What follows belongs to an exercise in optimizing a design on an open flow for small area, a short achievable clock period and few clock cycles per item; a production flow would make more cautious choices. Function was checked by simulation only, so behaviour that the tests miss may differ from the original. Power figures rest on the tool's default switching activity, not on a simulated workload.

==> flow/design.v (excerpt) <==
module neurona_mac #(
    parameter int Signo     = 1,
    parameter int Magnitud  = 7,
    parameter int Precision = 24,
    parameter int Width     = Signo + Magnitud + Precision,
    parameter int NEntradas = 4
) (
    input  logic             CLK,
    input  logic             RST,
    input  logic             Inicio,
    input  logic [Width-1:0] Sesgo,
    input  logic             EntradaValida,
    input  logic [Width-1:0] Entrada,
    input  logic [Width-1:0] Peso,
    output logic             Ocupado,
    output logic             Listo,
    output logic [Width-1:0] Salida,
    output logic             Error
);
Size: ~3,100 cells after synthesis, ~290 flip-flops, roughly 140 I/O pins, roughly 0.032 mm² of cells after synthesis.
Settings: LEC_CHECK=0, CAP_MARGIN=20, CORE_MARGIN=2, CORE_UTILIZATION=40, SLEW_MARGIN=20, SYNTH_HIERARCHICAL=1, TNS_END_PERCENT=0; clock period 13.5 ns.
standard.sh (not shown) runs the stock make flow with config.mk's settings and CLKGATE_MAP_FILE= SYNTH_SCRIPT=/design/flow/synth_recipe.tcl, a recipe that flattens the netlist after the stock synthesis.
==> flow/flow/run.sh <==
#!/bin/bash
set -euo pipefail
MARGIN=$(cat flow/margin.txt)
bash standard.sh SETUP_SLACK_MARGIN=$MARGIN \
  "BUFFER_PORTS_ARGS=-buffer_cell sky130_fd_sc_hd__buf_1" \
  finish > orfs_make.log 2>&1
==> flow/flow/margin.txt <==
9.7
Testbench counts at the start, summed over its fixed seeds: cycles 3,584, items 512.
Rerun with:
--- a/flow/design.v
+++ b/flow/design.v
@@ -40,56 +40,52 @@
         end else begin
             ocupado_q <= acepta || (!libre_q && !fin);
             listo_q   <= fin;
             if (libre_q) cuenta_q <= 3'd0;
             else if (toma) cuenta_q <= cuenta_q + 3'd1;
             v1_q <= toma;
             l1_q <= toma && (cuenta_q == 3'(NEntradas - 1));
             v2_q <= v1_q;
             l2_q <= l1_q;
         end
     end
     localparam bit GATE = 1;
-    localparam bit GATE_NEG = 1;   
+    localparam bit GATE_NEG = 0;   
+    localparam bit GATE_DIG = 0;   
     logic [31:0] e1_q;
     logic        sg1_q;
     logic [15:0] one1_q, two1_q, neg1_q;
     logic [32:0] wx;
     logic [15:0] one_d, two_d;
     assign wx = {Peso, 1'b0};
     always_comb begin
         for (int i = 0; i < 16; i++) begin
             one_d[i] = wx[2*i+1] ^ wx[2*i];
             two_d[i] = (wx[2*i+2] & ~wx[2*i+1] & ~wx[2*i]) | (~wx[2*i+2] & wx[2*i+1] & wx[2*i]);
         end
     end
     always_ff @(posedge CLK) begin
         sg1_q  <= Entrada[31] ^ Peso[31];
         e1_q   <= toma ? Entrada : 32'd0;
-        one1_q <= toma ? one_d : 16'd0;
-        two1_q <= toma ? two_d : 16'd0;
-        for (int i = 0; i < 16; i++) neg1_q[i] <= toma & Peso[2*i+1];
+        one1_q <= one_d;
+        two1_q <= two_d;
+        for (int i = 0; i < 16; i++) neg1_q[i] <= Peso[2*i+1];
     end
-    logic [33:0] ex, ey;
+    logic [33:0] ex;
     assign ex = {e1_q[31], e1_q, 1'b0};
-    assign ey = ex;
-    localparam int SPLIT = 99;   
     logic [32:0] pp [16];
     always_comb begin
         for (int i = 0; i < 16; i++)
             for (int j = 0; j < 33; j++)
-                if (i < 8)
-                    pp[i][j] = ((one1_q[i] & ex[j+1]) | (two1_q[i] & ex[j])) ^ neg1_q[i];
-                else
-                    pp[i][j] = ((one1_q[i] & ey[j+1]) | (two1_q[i] & ey[j])) ^ neg1_q[i];
+                pp[i][j] = ((one1_q[i] & ex[j+1]) | (two1_q[i] & ex[j])) ^ neg1_q[i];
     end
     wire pps0 = ~pp[0][32];
     wire pps1 = ~pp[1][32];
     wire pps2 = ~pp[2][32];
     wire pps3 = ~pp[3][32];
     wire pps4 = ~pp[4][32];
     wire pps5 = ~pp[5][32];
     wire pps6 = ~pp[6][32];
     wire pps7 = ~pp[7][32];
     wire pps8 = ~pp[8][32];
     wire pps9 = ~pp[9][32];
     wire pps10 = ~pp[10][32];
@@ -1689,76 +1685,45 @@
     wire ph_c31 = (ph_g5_30 | (ph_p5_30 & c24));
     wire [8:0] pt0 = pa[63:55] + pb[63:55];
         wire [8:0] pt1 = pa[63:55] + pb[63:55] + 9'd1;
         wire       povf = ph_c31 ? !((&pt1) || !(|pt1)) : !((&pt0) || !(|pt0));
     wire [34:0] smax = acc_q + 35'h07FFFFFFF;
     wire [34:0] smin = acc_q + 35'h780000000;
     wire [34:0] ssat = sg2_q ? smin : smax;
     wire [34:0] acc_d = povf ? ssat : sraw;
     wire        osat = !((&ssat[34:31]) || !(|ssat[34:31]));
     wire [32:0] craw = oraw ? {1'b1, sraw_neg ? 32'h80000000 : 32'h7FFFFFFF} : {1'b0, sraw[31:0]};
     wire [32:0] csat = osat ? {1'b1, ssat[34] ? 32'h80000000 : 32'h7FFFFFFF} : {1'b0, ssat[31:0]};
     wire [32:0] cfin = povf ? csat : craw;
-    localparam bit SELMOD = 0;
-    wire [31:0] salida_d;
-    wire [31:0] satk0 = {st0[3], {31{~st0[3]}}};
-    wire [31:0] satk1 = {st1[3], {31{~st1[3]}}};
-    genvar gb;
-    generate
-        for (gb = 0; gb < 32; gb++) begin : g_sel
-            neurona_mac_selb u_selb (.s(sraw[gb]), .c(c31), .o0(ovf0), .o1(ovf1), .k0(satk0[gb]),
-                                     .k1(satk1[gb]), .pv(povf), .cs(csat[gb]), .en(fin),
-                                     .q(salida_q[gb]), .y(salida_d[gb]));
-        end
-    endgenerate
     always_ff @(posedge CLK) begin
         if (libre_q) acc_q <= {{3{Sesgo[31]}}, Sesgo};
         else if (v2_q || GATE) acc_q <= acc_d;
     end
     always_ff @(posedge CLK or posedge RST) begin
         if (RST) begin
             err_q    <= 1'b0;
             salida_q <= 32'd0;
             error_q  <= 1'b0;
         end else begin
             if (libre_q) err_q <= 1'b0;
             else if (v2_q || GATE) err_q <= err_q | povf;
-            if (SELMOD) salida_q <= salida_d;
-            else if (fin) salida_q <= cfin[31:0];
+            if (fin) salida_q <= cfin[31:0];
             if (fin) error_q <= err_q | povf | cfin[32];
         end
     end
     assign Ocupado = ocupado_q;
     assign Listo   = listo_q;
     assign Salida  = salida_q;
     assign Error   = error_q;
 endmodule
-module neurona_mac_selb (
-    input  logic s,
-    input  logic c,
-    input  logic o0,
-    input  logic o1,
-    input  logic k0,
-    input  logic k1,
-    input  logic pv,
-    input  logic cs,
-    input  logic en,
-    input  logic q,
-    output logic y
-);
-    logic r0, r1;
-    assign r0 = o0 ? k0 : s;
-    assign r1 = o1 ? k1 : s;
-    assign y  = !en ? q : pv ? cs : c ? r1 : r0;
-endmodule
 module neurona_mac_fa (
     input  logic a,
     input  logic b,
     input  logic c,
     output logic s,
     output logic co
 );
     assign s  = a ^ b ^ c;
     assign co = (a & b) | (a & c) | (b & c);
 endmodule
 module neurona_mac_c42 (
     input  logic a,
Die area rises slightly.
Fmax went down by a little under a tenth.
Power climbs to 2.8 times its value.
Cell area is lower slightly.
Sequential share of layout area hardly moves.
Register-to-register slack is worse by 320 ps.
Hold slack loses 19 ps.
Setup slack loses 320 ps.
Testbench counts after the change, summed over its fixed seeds: cycles 3,584, items 512.

========
== JK ==
Another version of the RTL of neurona_mac (not shown whole).
For scale: about 3200 cells after synthesis, about 290 flip-flops, ~140 I/O pins.
==> flow/config.mk <==
export PLATFORM = sky130hd
export DESIGN_NAME = neurona_mac
export DESIGN_NICKNAME = neurona_mac
export VERILOG_FILES = /design/flow/design.v
export SDC_FILE = /design/flow/constraint.sdc
export NUM_CORES = 4
export LEC_CHECK = 0
export CAP_MARGIN = 20
export CORE_MARGIN = 2
export CORE_UTILIZATION = 40
export SLEW_MARGIN = 20
export SYNTH_HIERARCHICAL = 1
export TNS_END_PERCENT = 0
==> flow/constraint.sdc <==
create_clock -name core_clock -period 13.5 [get_ports {CLK}]
set_input_delay 2.7000 -clock core_clock [delete_from_list [all_inputs] [get_ports {CLK}]]
set_output_delay 2.7000 -clock core_clock [all_outputs]
set_load 0.01 [all_outputs]
Scripts as last shown in full above: flow/flow/run.sh, flow/flow/margin.txt
Testbench counts of JK, summed over its fixed seeds: cycles 3,584, items 512.
### JK -> PW
diff --git a/flow/design.v b/flow/design.v
--- a/flow/design.v
+++ b/flow/design.v
@@ -43,45 +43,52 @@
             if (libre_q) cuenta_q <= 3'd0;
             else if (toma) cuenta_q <= cuenta_q + 3'd1;
             v1_q <= toma;
             l1_q <= toma && (cuenta_q == 3'(NEntradas - 1));
             v2_q <= v1_q;
             l2_q <= l1_q;
         end
     end
     localparam bit GATE = 1;
-    localparam bit GATE_NEG = 1;   
+    localparam bit GATE_NEG = 0;   
     logic [31:0] e1_q;
     logic        sg1_q;
+    logic [31:0] e1n_q;
+    always_ff @(posedge CLK) e1n_q <= ~Entrada;
     logic [15:0] one1_q, two1_q, neg1_q;
     logic [32:0] wx;
     logic [15:0] one_d, two_d;
     assign wx = {Peso, 1'b0};
     always_comb begin
         for (int i = 0; i < 16; i++) begin
             one_d[i] = wx[2*i+1] ^ wx[2*i];
             two_d[i] = (wx[2*i+2] & ~wx[2*i+1] & ~wx[2*i]) | (~wx[2*i+2] & wx[2*i+1] & wx[2*i]);
         end
     end
     always_ff @(posedge CLK) begin
         sg1_q  <= Entrada[31] ^ Peso[31];
-        e1_q   <= toma ? Entrada : 32'd0;
-        one1_q <= toma ? one_d : 16'd0;
-        two1_q <= toma ? two_d : 16'd0;
-        for (int i = 0; i < 16; i++) neg1_q[i] <= toma & Peso[2*i+1];
+        e1_q   <= Entrada;
+        one1_q <= one_d & {16{toma}};
+        two1_q <= two_d & {16{toma}};
+        for (int i = 0; i < 16; i++) neg1_q[i] <= Peso[2*i+1];
     end
-    logic [33:0] ex;
+    logic [33:0] ex, ey;
     assign ex = {e1_q[31], e1_q, 1'b0};
+    assign ey = {~e1n_q[31], ~e1n_q, 1'b0};
+    localparam int SPLIT = 99;   
     logic [32:0] pp [16];
     always_comb begin
         for (int i = 0; i < 16; i++)
             for (int j = 0; j < 33; j++)
-                pp[i][j] = ((one1_q[i] & ex[j+1]) | (two1_q[i] & ex[j])) ^ neg1_q[i];
+                if (i < 8)
+                    pp[i][j] = ((one1_q[i] & ex[j+1]) | (two1_q[i] & ex[j])) ^ neg1_q[i];
+                else
+                    pp[i][j] = ((one1_q[i] & ey[j+1]) | (two1_q[i] & ey[j])) ^ neg1_q[i];
     end
     wire pps0 = ~pp[0][32];
     wire pps1 = ~pp[1][32];
     wire pps2 = ~pp[2][32];
     wire pps3 = ~pp[3][32];
     wire pps4 = ~pp[4][32];
     wire pps5 = ~pp[5][32];
     wire pps6 = ~pp[6][32];
     wire pps7 = ~pp[7][32];
## What came out
JK | stages: all done | timing, DRC, antenna: all pass
PW completed end to end with timing, DRC and antenna clean.
Row area occupied by registers: PW higher / JK lower
Relative to JK, combinational cell fraction of total power has gone up in PW.
Diff JK and PW: multi-input combinational area share lower in PW
PW falls short of JK in post-layout worst setup margin.
Looking at leakage power, PW sits 2.2% lower than JK does.
Compared with JK, PW shows global-route wire length before repair lower by 0.49%.
Power density over the cells: JK and PW compared, lower one is JK
Testbench counts of PW, summed over its fixed seeds: cycles 3,584, items 512.

[separate check: timing with driven ports]
The flow's constraints put no driver on any port. The routed layouts listed below were extracted and timed again, unchanged, in two steps. Step 1 (the two cells are an assumption about what drives the block):
set clk [get_ports {CLK}]
set_driving_cell -lib_cell sky130_fd_sc_hd__clkbuf_16 $clk
set_driving_cell -lib_cell sky130_fd_sc_hd__buf_2 [delete_from_list [all_inputs] $clk]
Step 2 also shifts input and output timing later by t, the mid clock arrival at the registers, as if the neighbouring blocks saw the same clock. Slacks: ideal / step 1 / step 2; pairs: ideal / step 1.
| run | t, ns | slack for setup (ns) | hold WS [ns] | clock arrival spread, ns |
|---|---|---|---|---|
| the first run of note 1 | 0.627 | 9.539 / 9.539 / 8.998 | 0.349 / 0.349 / 0.349 | 0.024 / 0.025 |
| the second run of note 1 | 0.639 | 9.223 / 9.223 / 9.223 | 0.329 / 0.329 / 0.329 | 0.050 / 0.050 |
| JK | 0.635 | 9.363 / 9.363 / 9.001 | 0.334 / 0.334 / 0.334 | 0.061 / 0.061 |
| PW | 0.638 | 9.359 / 9.359 / 9.266 | 0.347 / 0.347 / 0.347 | 0.028 / 0.028 |
After both steps setup and hold are still met in every run listed. The setup slack of the first run of note 1, which loses most, moves by 0.000 ns with the drivers and by -0.541 ns with both steps.
